What follows belongs to an exercise in optimizing a design on an open flow for small area; a production flow would make more cautious choices.
RTL that was checked went through simulation tests only; none was proved equivalent to the original.
Function not checked in runs 4 to 7: the RTL went through the layout flow alone.
Power figures rest on the tool's default switching activity, not on a simulated workload.

==> design.v <==
package pixgen_pkg;
    localparam logic [1:0] axil_okay = 2'b00;
endpackage
`timescale 1ns/1ns
module axil_regfile (
    input  logic                            out_stream_aclk,
    input  logic                            periph_resetn,
    input  logic [8-1:0]  s_axi_lite_awaddr,
    input  logic                            s_axi_lite_awvalid,
    output logic                            s_axi_lite_awready,
    input  logic [32-1:0]       s_axi_lite_wdata,
    input  logic                            s_axi_lite_wvalid,
    output logic                            s_axi_lite_wready,
    output logic                            s_axi_lite_bvalid,
    output logic [1:0]                      s_axi_lite_bresp,
    input  logic                            s_axi_lite_bready,
    input  logic [8-1:0]  s_axi_lite_araddr,
    input  logic                            s_axi_lite_arvalid,
    output logic                            s_axi_lite_arready,
    output logic                            s_axi_lite_rvalid,
    output logic [32-1:0]       s_axi_lite_rdata,
    output logic [1:0]                      s_axi_lite_rresp,
    input  logic                            s_axi_lite_rready,
    output logic                            run
);
    localparam int idx_w = $clog2(8);
    localparam int last  = 8 - 1;
    logic [8-1:0][32-1:0] ring;
    logic [idx_w-1:0] enter;
    logic [idx_w-1:0] turn;
    logic             parked;
    logic             clean;
    logic             wr_req;
    logic             wr_go;
    logic             park;
    logic             unpark;
    logic             bypass;
    logic             turn_end;
    logic [32-1:0] ring_in;
    assign turn_end = (turn == idx_w'(last - 1));
    assign wr_req = s_axi_lite_awvalid && s_axi_lite_wvalid && clean &&
                    (s_axi_lite_awaddr[2 +: idx_w] == enter);
    assign park   = s_axi_lite_arvalid && clean && !parked &&
                    (s_axi_lite_araddr[2 +: idx_w] == enter);
    assign unpark = parked && !s_axi_lite_rvalid && (turn == '0);
    assign bypass = park || (parked && !unpark);
    assign wr_go  = wr_req && !park;
    assign s_axi_lite_awready = wr_go;
    assign s_axi_lite_wready  = wr_go;
    assign s_axi_lite_arready = s_axi_lite_arvalid && park;
    assign s_axi_lite_bresp   = pixgen_pkg::axil_okay;
    assign s_axi_lite_rresp   = pixgen_pkg::axil_okay;
    assign s_axi_lite_rdata   = ring[last];
    always_comb begin
        if (wr_go) begin
            ring_in = s_axi_lite_wdata;
        end else if (!clean) begin
            ring_in = '0;
        end else if (bypass) begin
            ring_in = ring[last-1];
        end else begin
            ring_in = ring[last];
        end
    end
    always_ff @(posedge out_stream_aclk) begin
        ring[last-1:0] <= {ring[last-2:0], ring_in};
        if (!bypass) begin
            ring[last] <= ring[last-1];
        end
    end
    always_ff @(posedge out_stream_aclk) begin
        if (!periph_resetn) begin
            enter  <= '0;
            turn   <= '0;
            parked <= 1'b0;
            clean  <= 1'b0;
        end else begin
            if (park || (parked && turn_end && s_axi_lite_rvalid &&
                         !s_axi_lite_rready)) begin
                enter <= enter + 2'd2;
            end else begin
                enter <= enter + 1'b1;
            end
            if (bypass && !turn_end) begin
                turn <= turn + 1'b1;
            end else begin
                turn <= '0;
            end
            if (park) begin
                parked <= 1'b1;
            end else if (unpark) begin
                parked <= 1'b0;
            end
            if (enter == idx_w'(last)) begin
                clean <= 1'b1;
            end
        end
    end
    always_ff @(posedge out_stream_aclk) begin
        if (!periph_resetn) begin
            s_axi_lite_rvalid <= 1'b0;
        end else if (park) begin
            s_axi_lite_rvalid <= 1'b1;
        end else if (s_axi_lite_rready) begin
            s_axi_lite_rvalid <= 1'b0;
        end
    end
    always_ff @(posedge out_stream_aclk) begin
        if (!periph_resetn) begin
            s_axi_lite_bvalid <= 1'b0;
        end else if (wr_go) begin
            s_axi_lite_bvalid <= 1'b1;
        end else if (s_axi_lite_bready) begin
            s_axi_lite_bvalid <= 1'b0;
        end
    end
    always_ff @(posedge out_stream_aclk) begin
        if (!periph_resetn) begin
            run <= 1'b0;
        end else if (wr_go && (enter == '0)) begin
            run <= s_axi_lite_wdata[0];
        end
    end
endmodule
`timescale 1ns/1ns
module tile_raster (
    input  logic                       out_stream_aclk,
    input  logic                       periph_resetn,
    input  logic                       run,
    input  logic                       tready,
    output logic [5-1:0]     x,
    output logic [5-1:0]     y,
    output logic                       tvalid
);
    localparam logic [5-1:0] x_last = 5'(24 - 1);
    localparam logic [5-1:0] y_last = 5'(24 - 1);
    always_ff @(posedge out_stream_aclk) begin
        if (!periph_resetn) begin
            x      <= '0;
            y      <= '0;
            tvalid <= 1'b0;
        end else if (!tvalid) begin
            tvalid <= run;
        end else if (tready) begin
            if (x == x_last) begin
                x <= '0;
                if (y == y_last) begin
                    y      <= '0;
                    tvalid <= run;
                end else begin
                    y <= y + 1'b1;
                end
            end else begin
                x <= x + 1'b1;
            end
        end
    end
endmodule
`timescale 1ns/1ns
module gradient_shader (
    input  logic [5-1:0] y,
    output logic [7:0]             gray
);
    assign gray =
        (y == 5'd0) ? 8'd255 :
        (y == 5'd1) ? 8'd250 :
        (y == 5'd2) ? 8'd246 :
        (y == 5'd3) ? 8'd241 :
        (y == 5'd4) ? 8'd237 :
        (y == 5'd5) ? 8'd232 :
        (y == 5'd6) ? 8'd228 :
        (y == 5'd7) ? 8'd223 :
        (y == 5'd8) ? 8'd219 :
        (y == 5'd9) ? 8'd214 :
        (y == 5'd10) ? 8'd210 :
        (y == 5'd11) ? 8'd205 :
        (y == 5'd12) ? 8'd201 :
        (y == 5'd13) ? 8'd196 :
        (y == 5'd14) ? 8'd192 :
        (y == 5'd15) ? 8'd187 :
        (y == 5'd16) ? 8'd183 :
        (y == 5'd17) ? 8'd178 :
        (y == 5'd18) ? 8'd174 :
        (y == 5'd19) ? 8'd169 :
        (y == 5'd20) ? 8'd165 :
        (y == 5'd21) ? 8'd160 :
        (y == 5'd22) ? 8'd156 :
        8'd0;
endmodule
`timescale 1ns/1ns
module pixel_packer (
    input  logic [5-1:0]        x,
    input  logic [5-1:0]        y,
    input  logic [7:0]                    gray,
    output logic [32-1:0]     out_stream_tdata,
    output logic [32/8-1:0]   out_stream_tkeep,
    output logic                          out_stream_tlast,
    output logic [0:0]                    out_stream_tuser
);
    assign out_stream_tdata    = {8'h00, gray, gray, gray};
    assign out_stream_tkeep    = '1;
    assign out_stream_tlast    = (x == 5'(24 - 1));
    assign out_stream_tuser[0] = (x == '0) && (y == '0);
endmodule
`timescale 1ns/1ns
module pixel_generator (
    input  logic                            out_stream_aclk,
    input  logic                            periph_resetn,
    output logic [32-1:0]       out_stream_tdata,
    output logic [32/8-1:0]     out_stream_tkeep,
    output logic                            out_stream_tlast,
    input  logic                            out_stream_tready,
    output logic                            out_stream_tvalid,
    output logic [0:0]                      out_stream_tuser,
    input  logic [8-1:0]  s_axi_lite_araddr,
    output logic                            s_axi_lite_arready,
    input  logic                            s_axi_lite_arvalid,
    input  logic [8-1:0]  s_axi_lite_awaddr,
    output logic                            s_axi_lite_awready,
    input  logic                            s_axi_lite_awvalid,
    input  logic                            s_axi_lite_bready,
    output logic [1:0]                      s_axi_lite_bresp,
    output logic                            s_axi_lite_bvalid,
    output logic [32-1:0]       s_axi_lite_rdata,
    input  logic                            s_axi_lite_rready,
    output logic [1:0]                      s_axi_lite_rresp,
    output logic                            s_axi_lite_rvalid,
    input  logic [32-1:0]       s_axi_lite_wdata,
    output logic                            s_axi_lite_wready,
    input  logic                            s_axi_lite_wvalid
);
    logic                    run;
    logic [5-1:0]  x;
    logic [5-1:0]  y;
    logic [7:0]              gray;
    axil_regfile regs0 (
        .out_stream_aclk    (out_stream_aclk),
        .periph_resetn      (periph_resetn),
        .s_axi_lite_awaddr  (s_axi_lite_awaddr),
        .s_axi_lite_awvalid (s_axi_lite_awvalid),
        .s_axi_lite_awready (s_axi_lite_awready),
        .s_axi_lite_wdata   (s_axi_lite_wdata),
        .s_axi_lite_wvalid  (s_axi_lite_wvalid),
        .s_axi_lite_wready  (s_axi_lite_wready),
        .s_axi_lite_bvalid  (s_axi_lite_bvalid),
        .s_axi_lite_bresp   (s_axi_lite_bresp),
        .s_axi_lite_bready  (s_axi_lite_bready),
        .s_axi_lite_araddr  (s_axi_lite_araddr),
        .s_axi_lite_arvalid (s_axi_lite_arvalid),
        .s_axi_lite_arready (s_axi_lite_arready),
        .s_axi_lite_rvalid  (s_axi_lite_rvalid),
        .s_axi_lite_rdata   (s_axi_lite_rdata),
        .s_axi_lite_rresp   (s_axi_lite_rresp),
        .s_axi_lite_rready  (s_axi_lite_rready),
        .run                (run)
    );
    tile_raster raster0 (
        .out_stream_aclk (out_stream_aclk),
        .periph_resetn   (periph_resetn),
        .run             (run),
        .tready          (out_stream_tready),
        .x               (x),
        .y               (y),
        .tvalid          (out_stream_tvalid)
    );
    gradient_shader shader0 (
        .y    (y),
        .gray (gray)
    );
    pixel_packer packer0 (
        .x                 (x),
        .y                 (y),
        .gray              (gray),
        .out_stream_tdata  (out_stream_tdata),
        .out_stream_tkeep  (out_stream_tkeep),
        .out_stream_tlast  (out_stream_tlast),
        .out_stream_tuser  (out_stream_tuser)
    );
endmodule
==> flow/run.sh <==
#!/bin/bash
# The standard layout (standard.sh), with these changes:
#  - after the standard synthesis, the combinational logic between the
#    flip-flops is re-mapped for area (flow/remap.sh, flow/remap.tcl);
#    flip-flops and tie cells stay exactly as the standard synthesis made
#    them (same instances, names and cell types);
#  - ports are buffered with the smallest buffer, sky130_fd_sc_hd__buf_1;
#  - a leaner clock tree (small buffers, no dummy loads);
#  - one tie cell per constant instead of one per load.
# Each tool's output goes to a log file of its own in this folder.
set -euo pipefail
export BUFFER_PORTS_ARGS="-buffer_cell sky130_fd_sc_hd__buf_1"
export CTS_ARGS="-sink_clustering_enable -repair_clock_nets -dont_use_dummy_load -buf_list sky130_fd_sc_hd__clkbuf_4 -sink_clustering_size 12 -sink_clustering_max_diameter 40"
export SKIP_REPAIR_TIE_FANOUT=1
bash standard.sh synth > synth.log 2>&1
R=orfs/results/$FLOW_PLATFORM/pixel_generator/base
cp $R/1_2_yosys.v standard_synth.v
bash flow/remap.sh > remap.log 2>&1
cp remapped.v $R/1_2_yosys.v
rm -f $R/1_synth.odb $R/1_synth.sdc
bash standard.sh > standard.log 2>&1
==> flow/remap.sh <==
#!/bin/bash
# Re-map the combinational logic of the standard synthesis (standard_synth.v)
# with a few area-oriented ABC scripts; keep the smallest as remapped.v.
set -euo pipefail
R2="balance;rewrite;refactor;balance;rewrite;rewrite,-z;balance;refactor,-z;rewrite,-z;balance"
scripts=(
  "strash;$R2;dch,-f;amap;topo"
  "strash;dc2;dch,-f;amap;topo"
  "strash;$R2;$R2;dch,-f;amap;topo"
  "strash;dc2;$R2;dc2;dch,-f;amap;topo"
  "strash;ifraig;scorr;dc2;strash;dch,-f;amap;topo"
  "strash;$R2;dch,-f;amap;topo;strash;$R2;dch,-f;amap;topo"
  "strash;dc2;dch,-f;map,-a;topo"
)
export REMAP_LIB=$FLOW_HOME/platforms/$FLOW_PLATFORM/lib/sky130_fd_sc_hd__tt_025C_1v80.lib
export REMAP_IN=standard_synth.v REMAP_KEEP=flow/seq_cells.txt
best=""; best_area=""
for i in "${!scripts[@]}"; do
  mkdir -p remap_$i
  if REMAP_SCRIPT="${scripts[$i]}" REMAP_OUT=remap_$i/out.v REMAP_DIR=remap_$i \
      yosys -c flow/remap.tcl > remap_$i.log 2>&1; then
    a=$(awk '/Chip area for top module/ {print $NF}' remap_$i/remap_after.txt | tail -1)
    echo "script $i area $a: ${scripts[$i]}" >> remap_choice.log
    if [[ -n "$a" ]] && { [[ -z "$best_area" ]] || awk -v a="$a" -v b="$best_area" 'BEGIN{exit !(a<b)}'; }; then
      best=$i; best_area=$a
    fi
  else
    echo "script $i failed: ${scripts[$i]}" >> remap_choice.log
  fi
done
echo "kept script $best, area $best_area" >> remap_choice.log
cp remap_$best/out.v remapped.v
==> flow/remap.tcl <==
# Re-map the standard synthesis's combinational logic for area with the ABC
# script in REMAP_SCRIPT (run.sh tries a few and keeps the smallest).
# Flip-flops and tie cells are kept as they are (same instances, names and
# cell types); only the logic between them is redone.
yosys -import
set lib $::env(REMAP_LIB)
set fin $::env(REMAP_IN)
set fout $::env(REMAP_OUT)
read_liberty -ignore_miss_func $lib
read_verilog $fin
hierarchy -top $::env(FLOW_TOP)
set fh [open $::env(REMAP_KEEP) r]
foreach c [split [read $fh] "\n"] {
  if {$c ne ""} { setattr -mod -set keep_hierarchy 1 $c }
}
close $fh
setattr -mod -set keep_hierarchy 1 sky130_fd_sc_hd__conb_1
tee -o $::env(REMAP_DIR)/remap_before.txt stat -liberty $lib
flatten
opt_clean
abc -liberty $lib -dont_use sky130_fd_sc_hd__probe* -dont_use sky130_fd_sc_hd__lpflow* \
  -script "+$::env(REMAP_SCRIPT)"
opt_clean -purge
hilomap -singleton -hicell sky130_fd_sc_hd__conb_1 HI -locell sky130_fd_sc_hd__conb_1 LO
opt_clean -purge
tee -o $::env(REMAP_DIR)/remap_after.txt stat -liberty $lib
select -module $::env(FLOW_TOP)
write_verilog -noattr -nohex -nodec -selected $fout
==> flow/seq_cells.txt <==
sky130_fd_sc_hd__dfbbn_1
sky130_fd_sc_hd__dfbbn_2
sky130_fd_sc_hd__dfbbp_1
sky130_fd_sc_hd__dfrbp_1
sky130_fd_sc_hd__dfrbp_2
sky130_fd_sc_hd__dfrtn_1
sky130_fd_sc_hd__dfrtp_1
sky130_fd_sc_hd__dfrtp_2
sky130_fd_sc_hd__dfrtp_4
sky130_fd_sc_hd__dfsbp_1
sky130_fd_sc_hd__dfsbp_2
sky130_fd_sc_hd__dfstp_1
sky130_fd_sc_hd__dfstp_2
sky130_fd_sc_hd__dfstp_4
sky130_fd_sc_hd__dfxbp_1
sky130_fd_sc_hd__dfxbp_2
sky130_fd_sc_hd__dfxtp_1
sky130_fd_sc_hd__dfxtp_2
sky130_fd_sc_hd__dfxtp_4
sky130_fd_sc_hd__dlclkp_1
sky130_fd_sc_hd__dlclkp_2
sky130_fd_sc_hd__dlclkp_4
sky130_fd_sc_hd__dlrbn_1
sky130_fd_sc_hd__dlrbn_2
sky130_fd_sc_hd__dlrbp_1
sky130_fd_sc_hd__dlrbp_2
sky130_fd_sc_hd__dlrtn_1
sky130_fd_sc_hd__dlrtn_2
sky130_fd_sc_hd__dlrtn_4
sky130_fd_sc_hd__dlrtp_1
sky130_fd_sc_hd__dlrtp_2
sky130_fd_sc_hd__dlrtp_4
sky130_fd_sc_hd__dlxbn_1
sky130_fd_sc_hd__dlxbn_2
sky130_fd_sc_hd__dlxbp_1
sky130_fd_sc_hd__dlxtn_1
sky130_fd_sc_hd__dlxtn_2
sky130_fd_sc_hd__dlxtn_4
sky130_fd_sc_hd__dlxtp_1
sky130_fd_sc_hd__edfxbp_1
sky130_fd_sc_hd__edfxtp_1
sky130_fd_sc_hd__lpflow_inputisolatch_1
sky130_fd_sc_hd__sdfbbn_1
sky130_fd_sc_hd__sdfbbn_2
sky130_fd_sc_hd__sdfbbp_1
sky130_fd_sc_hd__sdfrbp_1
sky130_fd_sc_hd__sdfrbp_2
sky130_fd_sc_hd__sdfrtn_1
sky130_fd_sc_hd__sdfrtp_1
sky130_fd_sc_hd__sdfrtp_2
sky130_fd_sc_hd__sdfrtp_4
sky130_fd_sc_hd__sdfsbp_1
sky130_fd_sc_hd__sdfsbp_2
sky130_fd_sc_hd__sdfstp_1
sky130_fd_sc_hd__sdfstp_2
sky130_fd_sc_hd__sdfstp_4
sky130_fd_sc_hd__sdfxbp_1
sky130_fd_sc_hd__sdfxbp_2
sky130_fd_sc_hd__sdfxtp_1
sky130_fd_sc_hd__sdfxtp_2
sky130_fd_sc_hd__sdfxtp_4
sky130_fd_sc_hd__sdlclkp_1
sky130_fd_sc_hd__sdlclkp_2
sky130_fd_sc_hd__sdlclkp_4
sky130_fd_sc_hd__sedfxbp_1
sky130_fd_sc_hd__sedfxbp_2
sky130_fd_sc_hd__sedfxtp_1
sky130_fd_sc_hd__sedfxtp_2
sky130_fd_sc_hd__sedfxtp_4
==> standard.sh <==
#!/bin/bash
# synth_recipe.tcl (not shown) runs the flow's synth.tcl, then flattens the netlist and writes it again
# the make line also repeats each setting of config.mk as NAME=value (left out here)
make -C /OpenROAD-flow-scripts/flow DESIGN_CONFIG=/design/flow/config.mk WORK_HOME=/design/flow/orfs CLKGATE_MAP_FILE= SYNTH_SCRIPT=/design/flow/synth_recipe.tcl "${@:-finish}"
==> config.mk <==
export PLATFORM = sky130hd
export DESIGN_NAME = pixel_generator
export DESIGN_NICKNAME = pixel_generator
export VERILOG_FILES = /design/flow/design.v
export SDC_FILE = /design/flow/constraint.sdc
export NUM_CORES = 4
export LEC_CHECK = 0
export ABC_AREA = 1
export CAP_MARGIN = 20
export CORE_MARGIN = 2
export CORE_UTILIZATION = 60
export PLACE_DENSITY = 0.75
export SLEW_MARGIN = 20
==> constraint.sdc <==
create_clock -name core_clock -period 5.0 [get_ports {out_stream_aclk}]
set_input_delay 1.0000 -clock core_clock [delete_from_list [all_inputs] [get_ports {out_stream_aclk}]]
set_output_delay 1.0000 -clock core_clock [all_outputs]
set_load 0.01 [all_outputs]
==> impl_metrics.toml, run 1 <==
[floorplan]
rows = 39
fp.dieH_um = 113
dieArea_um2 = 12700
die_w_um = 113
core_um2 = 11500
ios = 136
start_util_pct = 61.9

[timing]
finalCriticalPeriod_ns = 4.17
worstMarginPinSlew_ns = 0.797
hold_violations = 0
tns_ns = 0
setup_viol = 0
hold_ws_ns = 0.317
rsz0062_at_grt = "false"
max_freq_mhz = 240
skew_ns = 0.0348
finalCritPeriodShare_pct = 83.4
relSlewSlack_pct = 46.9
finalMaxSlewViolations = 0

[pwr]
p_leak_nw = 2.94
ir_drop_uv = 292
p_switching_mw = 0.610
swShare_pct = 19.5
pwr-share-seq_pct = 72.2
p_per_area_nw_per_um2 = 393
p_int_mw = 2.51
p_clk_share_pct = 26.7
comb_power_share_pct = 1.1

[min_path]
hold_class = "reg -> reg"
min_path_cells = 0

[worst_setup_path]
worstRegToRegCells = 10
path_class = "reg -> out"
critical-path-max-stage-delay_ns = 0.52
startpoint_type = "flip-flop"
cp_slowest_cell = "or4b_1"
crit_path_end_kind = "primary output"
crit_required_ns = 4.00
worstPathCellList = "clkinv_1 > nor2_1 > nor2_1 > nand2_1 > nor2_1 > nor2_1 > or4b_1 > or3_1 > buf_1"
cp.arrival_ns = 3.17
cp_max_fo = 7
crit_top_cell = "nor2_1"

[routing]
vias = 4195
drtIter0Drc = 350
firstDrtPassIters = 4
ant_nets = 0
wl_per_cell_um = 15.2
via_per_inst = 5.20
finalWirelength_um = 12200
drc_errors = 0

[finish]
syn_to_final_growth_pct = 11.9
nets = 721
n_antenna_cell = 0
drive_above_1_share_pct = 5.13
fin_util_pct = 69.3

[place]
post-dp-hpwl_um = 8050
gp_congestion = 0.822
port-buffer-count = 109

[grt]
grt_pass1_vias = 4043
grtUsageTotal_pct = 19.1
grt_pass1_wl_um = 19500
antenna_found_initial = 0
grt.overflow.total = 0
grt_start_max_net_pins = 68

[synthesis]
yosys_warnings = 2
netlist_area_um2 = 7100
synth_fp_nets = 578
synth_cells = 522
syn_area_per_cell_um2 = 13.6

[clocking]
postCtsSetupBuffers = 0
cts_tree = "done"
cts_htree_levels = 1
clk_latency_ns = 0.59
clock-sinks = 278
ctsHoldBuffers = 0
ctsResizeCount = 0
clockRootBuffer = "clkbuf_4"
clockBufferDepth = 3
cts_buffers = 27
cts.clk_slew.worst_paths_ns = 0.11

[run]
drv_cap = 0

[status]
status = "timing/DRC/antenna clean"
-- worst paths after layout --
kind	slack (ns)	startpoint	to
hold / removal	0.32	regs0.ring[81]	regs0.ring[113]
hold reg to reg	0.32	regs0.ring[81]	regs0.ring[113]
setup / recovery	0.83	raster0.y[0]	out_stream_tdata[7]
setup reg to reg	2.06	regs0.enter[2]	regs0.ring[14]
-- final cells by class --
cell class	count	area [um^2]
clock buffer	27	203
fill	828	3520
sequential	278	5890
multi-input combinational	221	1140
inverter	23	86.3
tap	143	179
timing repair buffer	114	447
-- critical path: cells and delay by family, from the launching register on --
family / cells / cell delay, ns
DFF: 1 / 0.45
and+or+nand+nor: 7 / 1.88
buffers and inverters: 2 / 0.29
-- layer usage --
metal	track usage [%]	routed length, um	vias to the layer above
met4	4.72	142	0
li1	-	-	2082
met2	31.8	5790	124
met5	0	0	-
met3	3.32	595	19
met1	26.5	5690	1970
-- power groups by stage --
stage	sequential, mW	clock, mW	combinational (mW)
floorplan	2.30	0	0.0169
global placement	2.30	0	0.0338
detailed placement	2.31	0	0.0346
CTS	2.25	0.867	0.0350
global route	2.26	0.944	0.0396
finish	2.25	0.835	0.0350
-- cell usage in the layout (no fill, tap or decap), types with 5 or more instances in the layout --
cell type / n
clkbuf_4: 27
nor2_1: 37
a21oi_1: 6
edfxtp_1: 32
dfxtp_1: 246
a211oi_1: 7
buf_4: 5
nor3_1: 5
buf_1: 109
nand2_1: 52
o22ai_1: 39
clkinv_1: 23
o21ai_0: 37
-- stage by stage --
stage / setup slack, ns / std cells / power (mW) / area (um^2)
2_1_floorplan: 0.378 / 522 / 2.32 / 7100
3_3_place_gp: 1.37 / 779 / 2.34 / 7740
3_5_place_dp: 1.36 / 779 / 2.34 / 7740
4_1_cts: 0.820 / 806 / 3.16 / 7940
5_1_grt: 0.619 / 806 / 3.24 / 7940
6_report: 0.832 / 806 / 3.12 / 7940
-- registers in the layout (all words and copies together), names as in the netlist --
register,flops
regs0.parked,1
raster0.tvalid,1
regs0.ring,256
regs0.s_axi_lite_rvalid,1
regs0.s_axi_lite_bvalid,1
raster0.y,5
regs0.turn,3
raster0.x,5
regs0.run,1
regs0.enter,3
regs0.clean,1
==> inputs of run 2 (changes only) <==
--- a/config.mk
+++ b/config.mk
@@ -5,9 +5,8 @@
 export SDC_FILE = /design/flow/constraint.sdc
 export NUM_CORES = 4
 export LEC_CHECK = 0
-export ABC_AREA = 1
 export CAP_MARGIN = 20
 export CORE_MARGIN = 2
-export CORE_UTILIZATION = 60
-export PLACE_DENSITY = 0.75
+export CORE_UTILIZATION = 75
+export PLACE_DENSITY = 0.9
 export SLEW_MARGIN = 20
==> run 2 against run 1 <==
Compared with the run above:
- register-to-register slack worse by 0.60 ns
- largest cell class unchanged
- still clean on timing, DRC and antenna
- largest power group unchanged
- non-clock buffer count stayed put
- sequential share of layout area is 1.7 points higher
- die area is 21% lower
==> impl_metrics.toml, run 2 <==
[place]
post-dp-hpwl_um = 8590
port-buffer-count = 109
gp_congestion = 0.914
dp_cells = 697

[grt]
grt_pass1_wl_um = 19200
grt_util_met1_pct = 32.1
grtUsageTotal_pct = 25.0
grtUsageMet3_pct = 3.90
grt_start_max_net_pins = 34
grt.overflow.total = 0
antenna_found_initial = 0
grt_pass1_vias = 3904
grt_util_met2_pct = 43.3
grt.busiest_layer = "met2"

[worst_setup_path]
cp_max_fo = 6
worstPathCellList = "clkinv_1 > nor2_1 > clkinv_1 > nor2_1 > clkinv_1 > o21ai_0 > clkinv_1 > o22ai_1 > buf_1"
crit_required_ns = 4.00
startpoint_type = "flip-flop"
cp_slowest_cell = "dfxtp_1"
path_class = "reg -> out"
crit_top_cell = "clkinv_1"
cp.arrival_ns = 2.88
reg2reg_from = "regs0.enter[0]"
crit_path_end_kind = "primary output"
critical-path-max-stage-delay_ns = 0.45
crit_path_start = "raster0.y[2]"

[clocking]
cts.clk_slew.worst_paths_ns = 0.12
clockBufferDepth = 3
clock-sinks = 278
cts_tree = "done"
ctsResizeCount = 0
clk_latency_ns = 0.57
cts_buffers = 27
postCtsSetupBuffers = 0
cts_htree_levels = 1
ctsHoldBuffers = 0
clockRootBuffer = "clkbuf_4"

[run]
drv_cap = 0

[timing]
setup_viol = 0
skew_ns = 0.0590
relSlewSlack_pct = 47.2
max_freq_mhz = 258
finalMaxSlewViolations = 0
worstMarginPinSlew_ns = 0.784
finalCritPeriodShare_pct = 77.5
hold_violations = 0
finalCriticalPeriod_ns = 3.88
hold_ws_ns = 0.253
rsz0062_at_grt = "false"
tns_ns = 0

[synthesis]
syn_area_per_cell_um2 = 14.7
yosys_warnings = 2
synth_fp_nets = 528
synth_cells = 472
netlist_area_um2 = 6960

[min_path]
min_from = "regs0.ring[48]"
hold_class = "reg -> reg"

[pwr]
ir_drop_uv = 306
p_per_area_nw_per_um2 = 401
p_leak_nw = 2.98

[routing]
drtIter0Drc = 255
firstDrtPassIters = 5
ant_nets = 0
finalWirelength_um = 12600
drc_errors = 0
vias = 4048
via_per_inst = 5.59
wl_per_cell_um = 17.4

[finish]
regMostFlops = "regs0.ring"
nets = 671
n_antenna_cell = 0
syn_to_final_growth_pct = 11.6
reg_top3 = "regs0.ring x256, raster0.x x5, raster0.y x5"
drive_above_1_share_pct = 5.71
final_cells = 724
layout_commonest_cell = "dfxtp_1"
final_cell_mix = "dfxtp_1 (246), buf_1 (109), clkinv_1 (51), nor2_1 (33)"
nFillCells = 458
largest_register_ffs = 256

[status]
status = "timing/DRC/antenna clean"

[floorplan]
rows = 35
dieArea_um2 = 10100
fp.dieH_um = 100
core_um2 = 9110
ios = 136
die_w_um = 100
start_util_pct = 76.4
## run 2: worst max-delay path, delay by kind of cell, from the launching register on
family | cells | cell delay (ns)
AOI/OAI and AO/OA | 2 | 0.52
and+or+nand+nor | 2 | 0.47
DFF | 1 | 0.45
buffers and inverters | 5 | 0.86
## run 2: metal layers
metal  vias up  share of wire, %
met5         -                 0
met4         0               2.7
met3        29               6.1
met2       191                51
met1      1921                41
li1       1907                 -
## run 2: path summary, 6_finish.rpt
path / to / slack, ns / cells past startpoint
worst min register to register: regs0.ring[80] / 0.25 / 0
worst min-delay path: regs0.ring[80] / 0.25 / 0
worst max-delay path: out_stream_tdata[21] / 1.12 / 9
worst max register to register: regs0.ring[4] / 1.46 / 11
## run 2: per-stage QoR
stage / utilization (%) / setup WS (ns) / area (um^2) / total power, mW
3_5_place_dp: 83.1 / 0.936 / 7570 / 2.34
2_1_floorplan: - / 0.423 / 6960 / 2.32
4_1_cts: 85.3 / 1.13 / 7770 / 3.14
6_report: 85.3 / 1.12 / 7770 / 3.11
3_3_place_gp: 83.1 / 1.12 / 7570 / 2.34
5_1_grt: 85.3 / 0.774 / 7770 / 3.22
## run 2: final cells by class
type | count | area [um^2] | share of cell area, %
repair buffers | 114 | 447 | 5.75
clock buffers | 27 | 203 | 2.61
inverters | 51 | 191 | 2.46
multi-input cells | 143 | 903 | 11.6
flip-flops and latches | 278 | 5890 | 75.8
well taps | 111 | 139 | 1.79
## run 2: power by group
part           switching [mW]  internal, mW
clock network           0.574         0.249
logic                  0.0223        0.0126
registers             0.00292          2.25
==> inputs of run 3 (changes only) <==
--- a/flow/run.sh
+++ b/flow/run.sh
@@ -10,7 +10,7 @@
 # Each tool's output goes to a log file of its own in this folder.
 set -euo pipefail
 export BUFFER_PORTS_ARGS="-buffer_cell sky130_fd_sc_hd__buf_1"
-export CTS_ARGS="-sink_clustering_enable -repair_clock_nets -dont_use_dummy_load -buf_list sky130_fd_sc_hd__clkbuf_4 -sink_clustering_size 12 -sink_clustering_max_diameter 40"
+export CTS_ARGS="-sink_clustering_enable -repair_clock_nets -dont_use_dummy_load -buf_list sky130_fd_sc_hd__clkbuf_8 -sink_clustering_size 22 -sink_clustering_max_diameter 40"
 export SKIP_REPAIR_TIE_FANOUT=1
 bash standard.sh synth > synth.log 2>&1
 R=orfs/results/$FLOW_PLATFORM/pixel_generator/base
--- a/config.mk
+++ b/config.mk
@@ -7,6 +7,6 @@
 export LEC_CHECK = 0
 export CAP_MARGIN = 20
 export CORE_MARGIN = 2
-export CORE_UTILIZATION = 75
-export PLACE_DENSITY = 0.9
+export CORE_UTILIZATION = 60
+export PLACE_DENSITY = 0.75
 export SLEW_MARGIN = 20
==> run 3 against run 2 <==
Compared with the run above:
- critical endpoint is now out_stream_tdata[5]
- register-to-register slack better by 0.28 ns
- final area is 1.9% higher
- highest routed layer unchanged
- still clean on timing, DRC and antenna
- largest cell class unchanged
- worst hold slack better by 0.026 ns
- die area is 24% higher
==> impl_metrics.toml, run 3 <==
[grt]
grt_util_met2_pct = 29.7
grtUsageTotal_pct = 17.7
grt.busiest_layer = "met2"
grt_pass1_vias = 3798
grt_util_met1_pct = 23.9
grt.overflow.total = 0
antenna_found_initial = 0
grt_start_max_net_pins = 35
grtUsageMet3_pct = 3.27
grt_pass1_wl_um = 18000

[timing]
max_freq_mhz = 262
tns_ns = 0
hold_ws_ns = 0.279
worstMarginPinSlew_ns = 0.718
finalWorstSetupSlack_ns = 1.18
relSlewSlack_pct = 52.1
skew_ns = 0.0474
finalMaxSlewViolations = 0
hold_violations = 0
finalCritPeriodShare_pct = 76.4
finalCriticalPeriod_ns = 3.82
setup_viol = 0
rsz0062_at_grt = "false"

[synthesis]
syn_area_per_cell_um2 = 14.7
synth_cells = 472
yosys_warnings = 2
synth_fp_nets = 528
netlist_area_um2 = 6960

[worst_setup_path]
crit_path_end_kind = "primary output"
crit_required_ns = 4.00
worstRegToRegCells = 11
startpoint_type = "flip-flop"
path_class = "reg -> out"
critical-path-max-stage-delay_ns = 0.40
cp.arrival_ns = 2.82
r2r-end = "regs0.ring[14]"
rrSetupSlack_ns = 1.74
crit_top_cell = "clkinv_1"
cp_slowest_cell = "dfxtp_1"
cp_max_fo = 6
reg2reg_from = "regs0.enter[0]"
worstPathCellList = "clkinv_1 > nor2_1 > clkinv_1 > nor2_1 > clkinv_1 > o21ai_0 > clkinv_1 > o22ai_1 > buf_1"

[finish]
reg_top3 = "regs0.ring x256, raster0.x x5, raster0.y x5"
nFillCells = 825
nets = 667
n_antenna_cell = 0
syn_to_final_growth_pct = 13.8
fin_util_pct = 69.6
drive_above_1_share_pct = 5.09
regMostFlops = "regs0.ring"
final_cells = 752
layout_commonest_cell = "dfxtp_1"
final_area_um2 = 7920
final_cell_mix = "dfxtp_1 (246), buf_1 (109), clkinv_1 (51), nor2_1 (33)"
largest_register_ffs = 256

[routing]
wl_per_cell_um = 14.6
vias = 3884
finalWirelength_um = 10900
ant_nets = 0
drc_errors = 0
via_per_inst = 5.16
firstDrtPassIters = 5
drtIter0Drc = 318

[clocking]
cts_tree = "done"
postCtsSetupBuffers = 0
clock-sinks = 278
clockBufferDepth = 3
cts_htree_levels = 1
clk_latency_ns = 0.51
ctsResizeCount = 0
clockRootBuffer = "clkbuf_8"
ctsHoldBuffers = 0
cts_buffers = 23
cts.clk_slew.worst_paths_ns = 0.10

[pwr]
pwr-share-seq_pct = 68.4
p_switching_mw = 0.618
p_leak_nw = 3.02
swShare_pct = 18.8
power_mw = 3.29
p_int_mw = 2.68
comb_power_share_pct = 1.0
ir_drop_uv = 301
p_per_area_nw_per_um2 = 416
p_clk_share_pct = 30.6

[place]
place_ws_ns = 1.09
placed_area_um2 = 7600
dp_cells = 729
gp_congestion = 0.854
post-dp-hpwl_um = 7040
port-buffer-count = 109

[floorplan]
start_util_pct = 61.2
fp.dieH_um = 112
die_w_um = 112
dieArea_um2 = 12500
rows = 39
ios = 136
core_um2 = 11400

[min_path]
min_path_cells = 0
min_from = "regs0.ring[167]"
min_to = "regs0.ring[199]"
hold_class = "reg -> reg"

[run]
drv_cap = 0

[status]
status = "timing/DRC/antenna clean"
## run 3: cell types whose count changed in the layout (fill, tap and decap cells not counted)
cell / change
clkbuf_8: +23
nor2b_2: +1
clkbuf_4: -27
nor2b_4: -1
## run 3: critical path: cells and delay by family, from the launching register on
| family | cells | cell delay, ns |
|---|---|---|
| AO/OA/AOI/OAI | 2 | 0.60 |
| buffers and inverters | 5 | 0.85 |
| flip-flops | 1 | 0.40 |
| AND/OR/NAND/NOR | 2 | 0.49 |
## run 3: per-layer routing
layer | up-vias | share of wire, %
met5 | - | 0
met3 | 15 | 6.3
li1 | 1894 | -
met1 | 1849 | 46
met2 | 126 | 47
met4 | 0 | 1.4
## run 3: layout make-up
class                      instances  area (um^2)  area share [%]
timing repair buffer             114          447            5.64
sequential                       278         5890            74.3
multi-input combinational        143          898            11.3
clock buffer                      23          317            4.00
tap                              143          179            2.26
inverter                          51          191            2.42
## run 3: how the worst max path moves through the flow
stage	cells after the start	slack, ns	end	startpoint
6_report	9	1.18	out_stream_tdata[5]	raster0.y[2]
5_1_grt	9	0.93	out_stream_tdata[5]	raster0.y[2]
4_1_cts	9	1.19	out_stream_tdata[5]	raster0.y[2]
3_5_place_dp	11	1.09	regs0.ring[14]	s_axi_lite_araddr[3]
3_3_place_gp	11	1.18	regs0.ring[14]	s_axi_lite_araddr[3]
2_1_floorplan	6	0.42	regs0.ring[0]	s_axi_lite_araddr[2]
## run 3: power by group through the flow
stage          Sequential [mW]  Clock [mW]  Combinational, mW
2_1_floorplan             2.30           0             0.0157
3_3_place_gp              2.30           0             0.0320
3_5_place_dp              2.30           0             0.0334
4_1_cts                   2.25        1.04             0.0335
5_1_grt                   2.25        1.12             0.0380
6_report                  2.25        1.01             0.0334
==> inputs of run 4 (changes only) <==
--- a/design.v
+++ b/design.v
@@ -30,6 +30,8 @@
     logic [idx_w-1:0] turn;
     logic             parked;
     logic             clean;
+    logic [idx_w-1:0] turn_step;
+    localparam logic [idx_w-1:0] turn_home = 3'b001;
     logic             wr_req;
     logic             wr_go;
     logic             park;
@@ -37,12 +39,14 @@
     logic             bypass;
     logic             turn_end;
     logic [32-1:0] ring_in;
-    assign turn_end = (turn == idx_w'(last - 1));
+    assign clean     = (turn != '0);
+    assign turn_step = {turn[1:0], turn[2] ^ turn[1]};
+    assign turn_end  = (turn_step == turn_home);
     assign wr_req = s_axi_lite_awvalid && s_axi_lite_wvalid && clean &&
                     (s_axi_lite_awaddr[2 +: idx_w] == enter);
     assign park   = s_axi_lite_arvalid && clean && !parked &&
                     (s_axi_lite_araddr[2 +: idx_w] == enter);
-    assign unpark = parked && !s_axi_lite_rvalid && (turn == '0);
+    assign unpark = parked && !s_axi_lite_rvalid && (turn == turn_home);
     assign bypass = park || (parked && !unpark);
     assign wr_go  = wr_req && !park;
     assign s_axi_lite_awready = wr_go;
@@ -73,7 +77,6 @@
             enter  <= '0;
             turn   <= '0;
             parked <= 1'b0;
-            clean  <= 1'b0;
         end else begin
             if (park || (parked && turn_end && s_axi_lite_rvalid &&
                          !s_axi_lite_rready)) begin
@@ -81,18 +84,15 @@
             end else begin
                 enter <= enter + 1'b1;
             end
-            if (bypass && !turn_end) begin
-                turn <= turn + 1'b1;
-            end else begin
-                turn <= '0;
+            if (bypass) begin
+                turn <= turn_step;
+            end else if (!clean && (enter == idx_w'(last))) begin
+                turn <= turn_home;
             end
             if (park) begin
                 parked <= 1'b1;
             end else if (unpark) begin
                 parked <= 1'b0;
-            end
-            if (enter == idx_w'(last)) begin
-                clean <= 1'b1;
             end
         end
     end
--- a/flow/run.sh
+++ b/flow/run.sh
@@ -10,7 +10,7 @@
 # Each tool's output goes to a log file of its own in this folder.
 set -euo pipefail
 export BUFFER_PORTS_ARGS="-buffer_cell sky130_fd_sc_hd__buf_1"
-export CTS_ARGS="-sink_clustering_enable -repair_clock_nets -dont_use_dummy_load -buf_list sky130_fd_sc_hd__clkbuf_8 -sink_clustering_size 22 -sink_clustering_max_diameter 40"
+export CTS_ARGS="-sink_clustering_enable -repair_clock_nets -dont_use_dummy_load -buf_list sky130_fd_sc_hd__clkbuf_4 -sink_clustering_size 12 -sink_clustering_max_diameter 40"
 export SKIP_REPAIR_TIE_FANOUT=1
 bash standard.sh synth > synth.log 2>&1
 R=orfs/results/$FLOW_PLATFORM/pixel_generator/base
==> run 4 against run 3 <==
Compared with the run above:
- via count grew 3.6%
- total power grew 2.2%
- critical path depth down 3
- clock skew is 0.0041 ns higher
- combinational power rose to 4.3 times the previous value
- global-route usage is 0.39 points higher
- die area is 0.48% higher
- register-to-register slack is essentially flat
- synthesized area increased by 0.50%
- final cell count up 1.9%
- clock-buffer cell count rose by 5
- sequential cell count shrank 1
- largest power group unchanged
- highest routed layer unchanged
==> impl_metrics.toml, run 4 <==
[timing]
setup_viol = 0
finalMaxSlewViolations = 0
max_freq_mhz = 261
hold_violations = 0
finalWorstSetupSlack_ns = 1.16
rsz0062_at_grt = "false"
tns_ns = 0
finalCriticalPeriod_ns = 3.84
relSlewSlack_pct = 41.7
finalCritPeriodShare_pct = 76.7
skew_ns = 0.0515
worstMarginPinSlew_ns = 0.853

[floorplan]
rows = 39
die_w_um = 112
dieArea_um2 = 12500
start_util_pct = 61.3
core_um2 = 11400
ios = 136
fp.dieH_um = 112

[finish]
reg_top3 = "regs0.ring x256, raster0.x x5, raster0.y x5"
fin_util_pct = 68.9
layout_commonest_cell = "dfxtp_1"
regMostFlops = "regs0.ring"
final_cell_mix = "dfxtp_1 (245), buf_1 (109), clkinv_1 (56), nor2_1 (42)"
n_antenna_cell = 0
nets = 681
syn_to_final_growth_pct = 12.4
drive_above_1_share_pct = 5.62
largest_register_ffs = 256

[pwr]
comb_power_share_pct = 4.2
p_per_area_nw_per_um2 = 428
pwr-share-seq_pct = 70.5
ir_drop_uv = 307
p_int_mw = 2.64
p_clk_share_pct = 25.2
p_switching_mw = 0.725
swShare_pct = 21.6
p_leak_nw = 2.96
power_mw = 3.37

[grt]
grt.overflow.total = 0
grt_start_max_net_pins = 35
grt_pass1_wl_um = 18500
grt_pass1_vias = 3888
grtUsageTotal_pct = 18.1
antenna_found_initial = 0

[place]
port-buffer-count = 109
place_ws_ns = 0.976
gp_congestion = 0.838
post-dp-hpwl_um = 7140

[worst_setup_path]
crit_path_end_kind = "primary output"
startpoint_type = "flip-flop"
cp.arrival_ns = 2.84
crit_required_ns = 4.00
cp_max_fo = 7
path_class = "reg -> out"

[routing]
drc_errors = 0
finalWirelength_um = 11400
vias = 4023
via_per_inst = 5.25
drtIter0Drc = 296
wl_per_cell_um = 14.8
firstDrtPassIters = 5
ant_nets = 0

[synthesis]
syn_area_per_cell_um2 = 14.5
yosys_warnings = 2
netlist_area_um2 = 6990
synth_fp_nets = 538
synth_cells = 482

[clocking]
clk_latency_ns = 0.61
cts_buffers = 28
clockRootBuffer = "clkbuf_4"
ctsResizeCount = 0
postCtsSetupBuffers = 0
clockBufferDepth = 3
clock-sinks = 277
cts_tree = "done"
cts_htree_levels = 1
cts.clk_slew.worst_paths_ns = 0.10
ctsHoldBuffers = 0

[run]
drv_cap = 0

[min_path]
hold_class = "reg -> reg"

[status]
status = "timing/DRC/antenna clean"
[run 4: changes by cell type in the layout (fill, tap and decap cells not counted), moves of 3 or more]
cell / change
clkbuf_4: +28
clkbuf_8: -23
nor2_1: +9
a211oi_1: +7
clkinv_1: +5
nand3_1: +4
nand4_1: -3
o21ai_0: -3
o22ai_1: -3
[run 4: critical path: stages (launching register included)]
cell and delay [ns]:
dfxtp_1 0.34, clkinv_1 0.18, a22oi_1 0.25, o2111ai_1 0.14
a2111oi_1 0.70, nor2b_1 0.45, buf_1 0.21
[run 4: stage by stage]
step                hold WS [ns]  cells  cell area [um^2]
floorplan                  0.310    482              6990
global placement           0.310    737              7620
detailed placement         0.312    737              7620
CTS                        0.299    765              7840
global route               0.312    766              7860
finish                     0.308    766              7860
[run 4: area by class of cell]
class                      instances  area, um^2
clock buffer                      28         210
fill                             866        3550
tap                              143         179
timing repair buffer             113         459
multi-input combinational        149         940
sequential                       277        5870
inverter                          56         210
[run 4: final timing paths]
check	start	endpoint	slack [ns]	cells after the start
hold / removal	regs0.ring[12]	regs0.ring[44]	0.31	0
hold reg to reg	regs0.ring[12]	regs0.ring[44]	0.31	0
setup / recovery	regs0.enter[2]	s_axi_lite_arready	1.16	6
setup reg to reg	regs0.enter[2]	regs0.ring[12]	1.75	9
[run 4: power groups by stage]
stage                     Clock (mW)  Sequential [mW]  Combinational, mW
after global placement             0             2.42              0.133
after CTS                      0.881             2.38              0.140
after global routing           0.962             2.39              0.158
final                          0.849             2.37              0.143
after floorplan                    0             2.43             0.0577
after detailed placement           0             2.43              0.139
[run 4: layer usage]
layer	global-route usage [%]	vias to the layer above	part of all wire, %
met4	6.42	0	2.7
met3	3.70	29	7.3
met5	0	-	0
met1	24.9	1888	44
met2	29.1	164	46
li1	-	1942	-
==> inputs of run 5 (changes only) <==
--- a/config.mk
+++ b/config.mk
@@ -7,6 +7,6 @@
 export LEC_CHECK = 0
 export CAP_MARGIN = 20
 export CORE_MARGIN = 2
-export CORE_UTILIZATION = 60
-export PLACE_DENSITY = 0.75
+export CORE_UTILIZATION = 70
+export PLACE_DENSITY = 0.85
 export SLEW_MARGIN = 20
==> run 5 against run 4 <==
Compared with the run above:
- via count is 0.30% higher
- combinational power about the same
- utilization rose by 11 points
- clock-buffer cell count decreased by 1
- non-clock buffer count fell by 1
- first-iteration DRC count up 17%
- clock skew up 0.0016 ns
- final cell count down 1.6%
- wire length grew 8.5%
- sequential power is essentially flat
- clock power decreased by 2.6%
- highest routed layer unchanged
==> impl_metrics.toml, run 5 <==
[grt]
grt_pass1_wl_um = 19500
antenna_found_initial = 0
grtUsageTotal_pct = 22.6
grt_pass1_vias = 4075
grt.overflow.total = 0
grt_start_max_net_pins = 34

[worst_setup_path]
worst_path_dominant_cell_family = "compound AO/OA/AOI/OAI gates"
crit_path_end_kind = "primary output"
cp_slowest_cell = "a2111oi_0"
critical-path-max-stage-delay_ns = 0.83
critPathBufInv = 3
cp_max_fo = 12
startpoint_type = "flip-flop"
r2r-end = "regs0.run"
reg2reg_from = "regs0.enter[2]"
path_class = "reg -> out"
crit_top_cell = "clkinv_1"
worstRegToRegCells = 10
cp.arrival_ns = 3.20
worstPathCellList = "clkinv_1 > nand2_1 > o2111ai_1 > a2111oi_0 > clkinv_1 > nor2_2 > buf_1"
rrSetupSlack_ns = 1.50
crit_required_ns = 4.00

[min_path]
min_from = "regs0.ring[100]"
hold_class = "reg -> reg"
min_to = "regs0.ring[132]"
min_path_cells = 0

[clocking]
cts_tree = "done"
ctsResizeCount = 0
clockBufferDepth = 3
cts_htree_levels = 1
clock-sinks = 277
cts_buffers = 27
postCtsSetupBuffers = 0
clk_latency_ns = 0.61
ctsHoldBuffers = 0
clockRootBuffer = "clkbuf_4"
cts.clk_slew.worst_paths_ns = 0.11

[place]
gp_congestion = 0.872
port-buffer-count = 109
placed_area_um2 = 7610
dp_cells = 727
post-dp-hpwl_um = 8190

[pwr]
power_mw = 3.35
p_int_mw = 2.63
p_per_area_nw_per_um2 = 428
comb_power_share_pct = 4.2
p_switching_mw = 0.717
ir_drop_uv = 314
pwr-share-seq_pct = 71.1
swShare_pct = 21.4
p_leak_nw = 2.94
p_clk_share_pct = 24.7

[timing]
worstMarginPinSlew_ns = 1.08
setup_viol = 0
finalMaxSlewViolations = 0
relSlewSlack_pct = 27.9
skew_ns = 0.0532
hold_violations = 0
rsz0062_at_grt = "false"
max_freq_mhz = 238
finalCritPeriodShare_pct = 84.1
finalCriticalPeriod_ns = 4.20
tns_ns = 0

[synthesis]
yosys_warnings = 2
synth_fp_nets = 538
syn_area_per_cell_um2 = 14.5
synth_cells = 482
netlist_area_um2 = 6990

[routing]
ant_nets = 0
firstDrtPassIters = 5
via_per_inst = 5.35
wl_per_cell_um = 16.3
vias = 4035
finalWirelength_um = 12300
drc_errors = 0
drtIter0Drc = 346

[run]
drv_cap = 0

[finish]
nets = 679
drive_above_1_share_pct = 5.31
layout_commonest_cell = "dfxtp_1"
largest_register_ffs = 256
final_cells = 754
syn_to_final_growth_pct = 11.7
final_cell_mix = "dfxtp_1 (245), buf_1 (109), clkinv_1 (56), nor2_1 (42)"
final_area_um2 = 7810
regMostFlops = "regs0.ring"
reg_top3 = "regs0.ring x256, raster0.x x5, raster0.y x5"
n_antenna_cell = 0

[floorplan]
ios = 136
dieArea_um2 = 10800
fp.dieH_um = 104
start_util_pct = 71.9
die_w_um = 104
rows = 36
core_um2 = 9730

[status]
status = "timing/DRC/antenna clean"
-- run 5: per-layer routing --
metal / global-route usage (%) / vias to the layer above / routed length, um
li1: - / 1930 / -
met1: 30.4 / 1914 / 5290
met2: 37.1 / 175 / 5920
met3: 4.70 / 16 / 927
met4: 7.34 / 0 / 191
met5: 0 / - / 0
-- run 5: power by group through the flow --
stage	Clock [mW]	Combinational [mW]	Sequential [mW]
3_5_place_dp	0	0.139	2.43
5_1_grt	0.930	0.152	2.39
6_report	0.827	0.141	2.38
2_1_floorplan	0	0.0577	2.43
3_3_place_gp	0	0.134	2.42
4_1_cts	0.855	0.140	2.38
-- run 5: final cells by class --
| type | count | area, um^2 |
|---|---|---|
| flip-flops and latches | 277 | 5870 |
| fillers | 579 | 1920 |
| clock buffers | 27 | 203 |
| repair buffers | 112 | 432 |
| well taps | 133 | 166 |
| inverters | 56 | 210 |
| multi-input cells | 149 | 935 |
-- run 5: worst max path at each step --
stage | from | to | slack (ns) | depth (start not counted)
after global placement | s_axi_lite_awaddr[2] | s_axi_lite_awready | 1.06 | 7
after global routing | regs0.enter[2] | s_axi_lite_awready | 0.68 | 7
after CTS | regs0.enter[0] | s_axi_lite_arready | 0.84 | 6
after floorplan | s_axi_lite_awaddr[2] | s_axi_lite_awready | 0.98 | 5
final | regs0.enter[2] | s_axi_lite_awready | 0.80 | 7
after detailed placement | s_axi_lite_awaddr[2] | s_axi_lite_awready | 0.91 | 7
-- run 5: per-stage QoR --
step	util [%]	hold WS [ns]	worst slack, ns
5_1_grt	80.3	0.305	0.676
2_1_floorplan	-	0.310	0.984
3_3_place_gp	78.2	0.310	1.06
6_report	80.3	0.304	0.796
3_5_place_dp	78.2	0.312	0.912
4_1_cts	80.3	0.307	0.844
==> inputs of run 6 (changes only) <==
--- a/config.mk
+++ b/config.mk
@@ -7,6 +7,6 @@
 export LEC_CHECK = 0
 export CAP_MARGIN = 20
 export CORE_MARGIN = 2
-export CORE_UTILIZATION = 70
-export PLACE_DENSITY = 0.85
+export CORE_UTILIZATION = 75
+export PLACE_DENSITY = 0.9
 export SLEW_MARGIN = 20
==> run 6 against run 5 <==
Compared with the run above:
- sequential share of layout area increased by 0.19 points
- synthesized cell count unchanged
- total power increased by 0.57%
- via count increased by 0.45%
- worst hold slack got worse by 0.010 ns
- fmax increased by 8.3%
- die area decreased by 6.4%
==> impl_metrics.toml, run 6 <==
[status]
status = "timing/DRC/antenna clean"

[clocking]
clockRootBuffer = "clkbuf_4"
cts_tree = "done"
cts_htree_levels = 1
cts.clk_slew.worst_paths_ns = 0.12
ctsHoldBuffers = 0
postCtsSetupBuffers = 0
ctsResizeCount = 0
clockBufferDepth = 3
cts_buffers = 28
clock-sinks = 277
clk_latency_ns = 0.59

[worst_setup_path]
cp.arrival_ns = 2.88
path_class = "reg -> out"
cp_max_fo = 5
crit_path_end_kind = "primary output"
startpoint_type = "flip-flop"
worstPathCellList = "clkinv_1 > a22oi_1 > o2111ai_1 > a2111oi_1 > nor2b_1 > buf_1"
crit_required_ns = 4.00
critical-path-max-stage-delay_ns = 0.73
cp_slowest_cell = "a2111oi_1"

[place]
port-buffer-count = 109
dp_cells = 705
post-dp-hpwl_um = 7940
gp_congestion = 0.918

[run]
drv_cap = 0

[pwr]
p_per_area_nw_per_um2 = 432
power_mw = 3.36
ir_drop_uv = 294
p_leak_nw = 2.95

[timing]
finalCritPeriodShare_pct = 77.6
rsz0062_at_grt = "false"
max_freq_mhz = 258
worstMarginPinSlew_ns = 1.04
hold_ws_ns = 0.294
finalMaxSlewViolations = 0
hold_violations = 0
relSlewSlack_pct = 30.5
setup_viol = 0
tns_ns = 0
finalCriticalPeriod_ns = 3.88
skew_ns = 0.0386

[grt]
grtUsageTotal_pct = 25.2
grt.overflow.total = 0
grt_pass1_wl_um = 19800
antenna_found_initial = 0
grt_start_max_net_pins = 35
grt_pass1_vias = 4032

[synthesis]
synth_fp_nets = 538
yosys_warnings = 2
netlist_area_um2 = 6990
synth_cells = 482
syn_area_per_cell_um2 = 14.5

[finish]
n_antenna_cell = 0
drive_above_1_share_pct = 5.47
final_cells = 733
regMostFlops = "regs0.ring"
nets = 680
layout_commonest_cell = "dfxtp_1"
syn_to_final_growth_pct = 11.4
final_cell_mix = "dfxtp_1 (245), buf_1 (109), clkinv_1 (56), nor2_1 (42)"
largest_register_ffs = 256
reg_top3 = "regs0.ring x256, raster0.x x5, raster0.y x5"

[routing]
finalWirelength_um = 12500
firstDrtPassIters = 7
wl_per_cell_um = 17.0
vias = 4053
drtIter0Drc = 261
via_per_inst = 5.53
drc_errors = 0
ant_nets = 0

[floorplan]
ios = 136
start_util_pct = 76.4
die_w_um = 101
dieArea_um2 = 10100
fp.dieH_um = 101
core_um2 = 9150
rows = 35

[min_path]
hold_class = "reg -> reg"
[run 6: cell count changes in the layout (fill, tap and decap cells not counted), sizes merged]
cell | previous run | this run
clkbuf | 27 | 28
[run 6: cell type report]
class	instances	area, um^2
repair buffers	112	432
fillers	467	1360
flip-flops and latches	277	5870
clock buffers	28	210
well taps	111	139
multi-input cells	149	935
inverters	56	210
[run 6: power by group]
| group | switching [mW] | internal, mW | leakage (nW) |
|---|---|---|---|
| registers | 0.0397 | 2.34 | 2.36 |
| clock network | 0.588 | 0.258 | 0.129 |
| logic | 0.100 | 0.0399 | 0.452 |
[run 6: worst max-delay path, delay by kind of cell (launching register included)]
kind | cells | cell delay (ns)
and+or+nand+nor | 1 | 0.47
AOI/OAI and AO/OA | 3 | 1.05
DFF | 1 | 0.43
buffers and inverters | 2 | 0.35
[run 6: worst paths after layout]
check	slack, ns	to	depth (start not counted)	start
setup / recovery	1.12	s_axi_lite_arready	6	regs0.enter[0]
hold / removal	0.29	regs0.ring[165]	0	regs0.ring[133]
setup reg to reg	1.93	regs0.ring[15]	9	regs0.enter[0]
hold reg to reg	0.29	regs0.ring[165]	0	regs0.ring[133]
[run 6: metal layers]
metal	track usage, %	up-vias	share of wire [%]
li1	-	1942	-
met1	33.4	1935	42
met2	43.3	163	50
met3	4.44	13	6.1
met4	7.38	0	1.1
met5	0	-	0
[run 6: metrics by stage]
stage	area [um^2]	setup slack (ns)	utilization, %
5_1_grt	7790	0.851	85.1
3_3_place_gp	7580	1.25	82.8
4_1_cts	7790	0.971	85.1
3_5_place_dp	7580	1.09	82.8
2_1_floorplan	6990	0.984	-
6_report	7790	1.12	85.1
==> inputs of run 7 (changes only) <==
==> flow/remap.sh (replaced) <==
#!/bin/bash
# Re-map the combinational logic of the standard synthesis (standard_synth.v)
# with a few area-oriented ABC scripts. Each result is proved equivalent to
# the standard synthesis (flow/remap_eq.tcl); the smallest proven one becomes
# remapped.v, and if none is proven the standard synthesis is kept as it is.
set -uo pipefail
R2="balance;rewrite;refactor;balance;rewrite;rewrite,-z;balance;refactor,-z;rewrite,-z;balance"
C2="balance;resub;resub,-K,6;balance;resub,-z;resub,-z,-K,6;balance;resub,-z,-K,5;balance"
scripts=(
  "strash;$R2;dch,-f;amap;topo"
  "strash;dc2;dch,-f;amap;topo"
  "strash;$R2;$R2;dch,-f;amap;topo"
  "strash;dc2;$R2;dc2;dch,-f;amap;topo"
  "strash;ifraig;scorr;dc2;strash;dch,-f;amap;topo"
  "strash;$R2;dch,-f;amap;topo;strash;$R2;dch,-f;amap;topo"
  "strash;$R2;$C2;dch,-f;amap;topo"
  "strash;dch;amap;topo"
)
export REMAP_LIB=$FLOW_HOME/platforms/$FLOW_PLATFORM/lib/sky130_fd_sc_hd__tt_025C_1v80.lib
export REMAP_IN=standard_synth.v REMAP_KEEP=flow/seq_cells.txt
: > remap_choice.log
for i in "${!scripts[@]}"; do
  mkdir -p remap_$i
  if REMAP_SCRIPT="${scripts[$i]}" REMAP_OUT=remap_$i/out.v REMAP_DIR=remap_$i \
      yosys -c flow/remap.tcl > remap_$i/yosys.log 2>&1; then
    a=$(awk '/Chip area for top module/ {print $NF}' remap_$i/remap_after.txt | tail -1)
    echo "$a $i" >> remap_areas.txt
    echo "script $i area $a: ${scripts[$i]}" >> remap_choice.log
  else
    echo "script $i failed: ${scripts[$i]}" >> remap_choice.log
  fi
done
cp standard_synth.v remapped.v
for i in $(sort -g remap_areas.txt | awk '{print $2}'); do
  if REMAP_OUT=remap_$i/out.v yosys -c flow/remap_eq.tcl > remap_$i/equiv.log 2>&1; then
    echo "kept script $i (proved equivalent)" >> remap_choice.log
    cp remap_$i/out.v remapped.v
    break
  fi
  echo "script $i not proved equivalent, skipped" >> remap_choice.log
done
--- a/flow/remap.tcl
+++ b/flow/remap.tcl
@@ -25,4 +25,6 @@
 opt_clean -purge
 tee -o $::env(REMAP_DIR)/remap_after.txt stat -liberty $lib
 select -module $::env(FLOW_TOP)
+# fails unless every cell is a library cell (no internal $ cells left)
+select -assert-none t:$*
 write_verilog -noattr -nohex -nodec -selected $fout
==> flow/remap_eq.tcl (new file) <==
# Prove that REMAP_OUT does what REMAP_IN (the standard synthesis) does, with
# every library cell read as its function. Fails unless the proof is complete.
yosys -import
set lib $::env(REMAP_LIB)
read_liberty -ignore_miss_func $lib
read_verilog $::env(REMAP_IN)
yosys rename $::env(FLOW_TOP) gold
read_verilog $::env(REMAP_OUT)
yosys rename $::env(FLOW_TOP) gate
flatten
opt_clean
async2sync
equiv_make gold gate equiv
hierarchy -top equiv
equiv_simple -seq 2
equiv_induct
equiv_status -assert
==> run 7 against run 6 <==
Compared with the run above:
- sequential share of layout area unchanged
- largest cell class unchanged
- combinational power about the same
- final area unchanged
- still clean
- setup slack unchanged
- clock power about the same
- non-clock buffer count unchanged
- wire length unchanged
- utilization unchanged
- critical path type unchanged
==> impl_metrics.toml, run 7 <==
[finish]
regArea_um2 = 5870
nFillCells = 467
drive_above_1_share_pct = 5.47
nets = 680
reg_top3 = "regs0.ring x256, raster0.x x5, raster0.y x5"
layout_commonest_cell = "dfxtp_1"
n_antenna_cell = 0
final_cell_mix = "dfxtp_1 (245), buf_1 (109), clkinv_1 (56), nor2_1 (42)"
regMostFlops = "regs0.ring"
syn_to_final_growth_pct = 11.4
largest_register_ffs = 256
multiInputGateArea_um2 = 935

[timing]
tns_ns = 0
max_freq_mhz = 258
relSlewSlack_pct = 30.5
hold_violations = 0
finalCriticalPeriod_ns = 3.88
setup_viol = 0
finalMaxSlewViolations = 0
hold_ws_ns = 0.294
finalCritPeriodShare_pct = 77.6
skew_ns = 0.0386
worstMarginPinSlew_ns = 1.04
rsz0062_at_grt = "false"

[pwr]
ir_drop_uv = 294
power_mw = 3.36
p_per_area_nw_per_um2 = 432
p_leak_nw = 2.95

[floorplan]
start_util_pct = 76.4
core_um2 = 9150
rows = 35
die_w_um = 101
ios = 136
fp.dieH_um = 101
dieArea_um2 = 10100

[place]
post-dp-hpwl_um = 7940
port-buffer-count = 109
gp_congestion = 0.918

[clocking]
postCtsSetupBuffers = 0
cts_tree = "done"
cts_htree_levels = 1
cts_buffers = 28
clk_latency_ns = 0.59
clock-sinks = 277
ctsHoldBuffers = 0
clockBufferDepth = 3
ctsResizeCount = 0
clockRootBuffer = "clkbuf_4"
cts.clk_slew.worst_paths_ns = 0.12

[routing]
firstDrtPassIters = 7
ant_nets = 0
via_per_inst = 5.53
drc_errors = 0
finalWirelength_um = 12500
drtIter0Drc = 261
wl_per_cell_um = 17.0
vias = 4053

[worst_setup_path]
startpoint_type = "flip-flop"
worstPathCellList = "clkinv_1 > a22oi_1 > o2111ai_1 > a2111oi_1 > nor2b_1 > buf_1"
critical-path-max-stage-delay_ns = 0.73
crit_path_start = "regs0.enter[0]"
cp_max_fo = 5
crit_path_end_kind = "primary output"
cp.arrival_ns = 2.88
path_class = "reg -> out"
cp_slowest_cell = "a2111oi_1"
reg2reg_from = "regs0.enter[0]"
crit_required_ns = 4.00

[grt]
grtUsageTotal_pct = 25.2
grt_start_max_net_pins = 35
grt.overflow.total = 0
grt_pass1_wl_um = 19800
antenna_found_initial = 0
grt_pass1_vias = 4032

[run]
drv_cap = 0

[synthesis]
syn_area_per_cell_um2 = 14.5
netlist_area_um2 = 6990
synth_fp_nets = 538
synth_cells = 482
yosys_warnings = 2

[min_path]
hold_class = "reg -> reg"
min_from = "regs0.ring[133]"

[status]
status = "timing/DRC/antenna clean"
-- run 7: cell counts in the layout (fill, tap and decap cells not counted) --
Identical to the previous run, type by type.
-- run 7: layout make-up --
cell class / instances / area share (%)
Sequential cell: 277 / 75.3
Clock buffer: 28 / 2.70
Tap cell: 111 / 1.78
Multi-Input combinational cell: 149 / 12.0
Inverter: 56 / 2.70
Timing Repair Buffer: 112 / 5.54
-- run 7: per-layer routing --
metal | wire [um] | share of wire, % | vias up | track usage [%]
li1 | - | - | 1942 | -
met2 | 6290 | 50 | 163 | 43.3
met4 | 138 | 1.1 | 0 | 7.38
met1 | 5270 | 42 | 1935 | 33.4
met3 | 762 | 6.1 | 13 | 4.44
met5 | 0 | 0 | - | 0
-- run 7: final timing paths --
| kind | slack [ns] | to | depth (start not counted) |
|---|---|---|---|
| setup / recovery | 1.12 | s_axi_lite_arready | 6 |
| hold / removal | 0.29 | regs0.ring[165] | 0 |
| setup reg to reg | 1.93 | regs0.ring[15] | 9 |
| hold reg to reg | 0.29 | regs0.ring[165] | 0 |
-- run 7: critical path: cells and delay by family, from the launching register on --
kind / cells / cell delay [ns]
AO/OA/AOI/OAI: 3 / 1.05
flip-flops: 1 / 0.43
buffers and inverters: 2 / 0.35
AND/OR/NAND/NOR: 1 / 0.47
-- run 7: power by group --
| group | switching [mW] | internal, mW | leakage (nW) |
|---|---|---|---|
| logic | 0.100 | 0.0399 | 0.452 |
| registers | 0.0397 | 2.34 | 2.36 |
| clock network | 0.588 | 0.258 | 0.129 |
| total | 0.727 | 2.64 | 2.95 |
-- run 7: through the flow --
step	util [%]	setup WS (ns)	instances	cell area [um^2]
detailed placement	82.8	1.09	705	7580
global placement	82.8	1.25	705	7580
global route	85.1	0.851	733	7790
finish	85.1	1.12	733	7790
floorplan	-	0.984	482	6990
CTS	85.1	0.971	733	7790

[re-timing with driven ports]
No port has a modelled driver above. Below, the same layouts with a new extraction and two added sets of constraints. Step 1: set_driving_cell puts a clkbuf_16 on out_stream_aclk and a buf_2 on each other input, an assumption about the parent block. Step 2 adds t to the input delays and takes it off the output delays; t is the mean of the earliest and latest rising clock arrival at the registers after step 1. Input paths then give back, and output paths get back, about the clock's delay inside the block. a / b / c = ideal / step 1 / step 2; a / b = the first two.
| run | shift t [ns] | setup slack, ns | worst setup path at the end | worst data-port slew with drivers (ns) | pins driven straight from the clock port |
|---|---|---|---|---|---|
| run 1 | 0.599 | 0.832 / 0.799 / 1.334 | input to output | 0.04 | 1 |
| run 2 | 0.584 | 1.124 / 1.093 / 0.954 | input to register | 0.06 | 1 |
| run 3 | 0.518 | 1.182 / 1.150 / 1.101 | input to register | 0.04 | 1 |
| run 4 | 0.607 | 1.164 / 1.132 / 1.162 | input to output | 0.04 | 1 |
| run 5 | 0.611 | 0.796 / 0.763 / 0.785 | input to output | 0.05 | 1 |
| run 6 | 0.605 | 1.119 / 1.086 / 1.176 | input to output | 0.05 | 1 |
| run 7 | 0.605 | 1.119 / 1.086 / 1.176 | input to output | 0.05 | 1 |
After both steps every run listed still meets setup and hold. The setup slack of run 2, which loses most, moves by -0.031 ns with the drivers and by -0.170 ns with both steps.
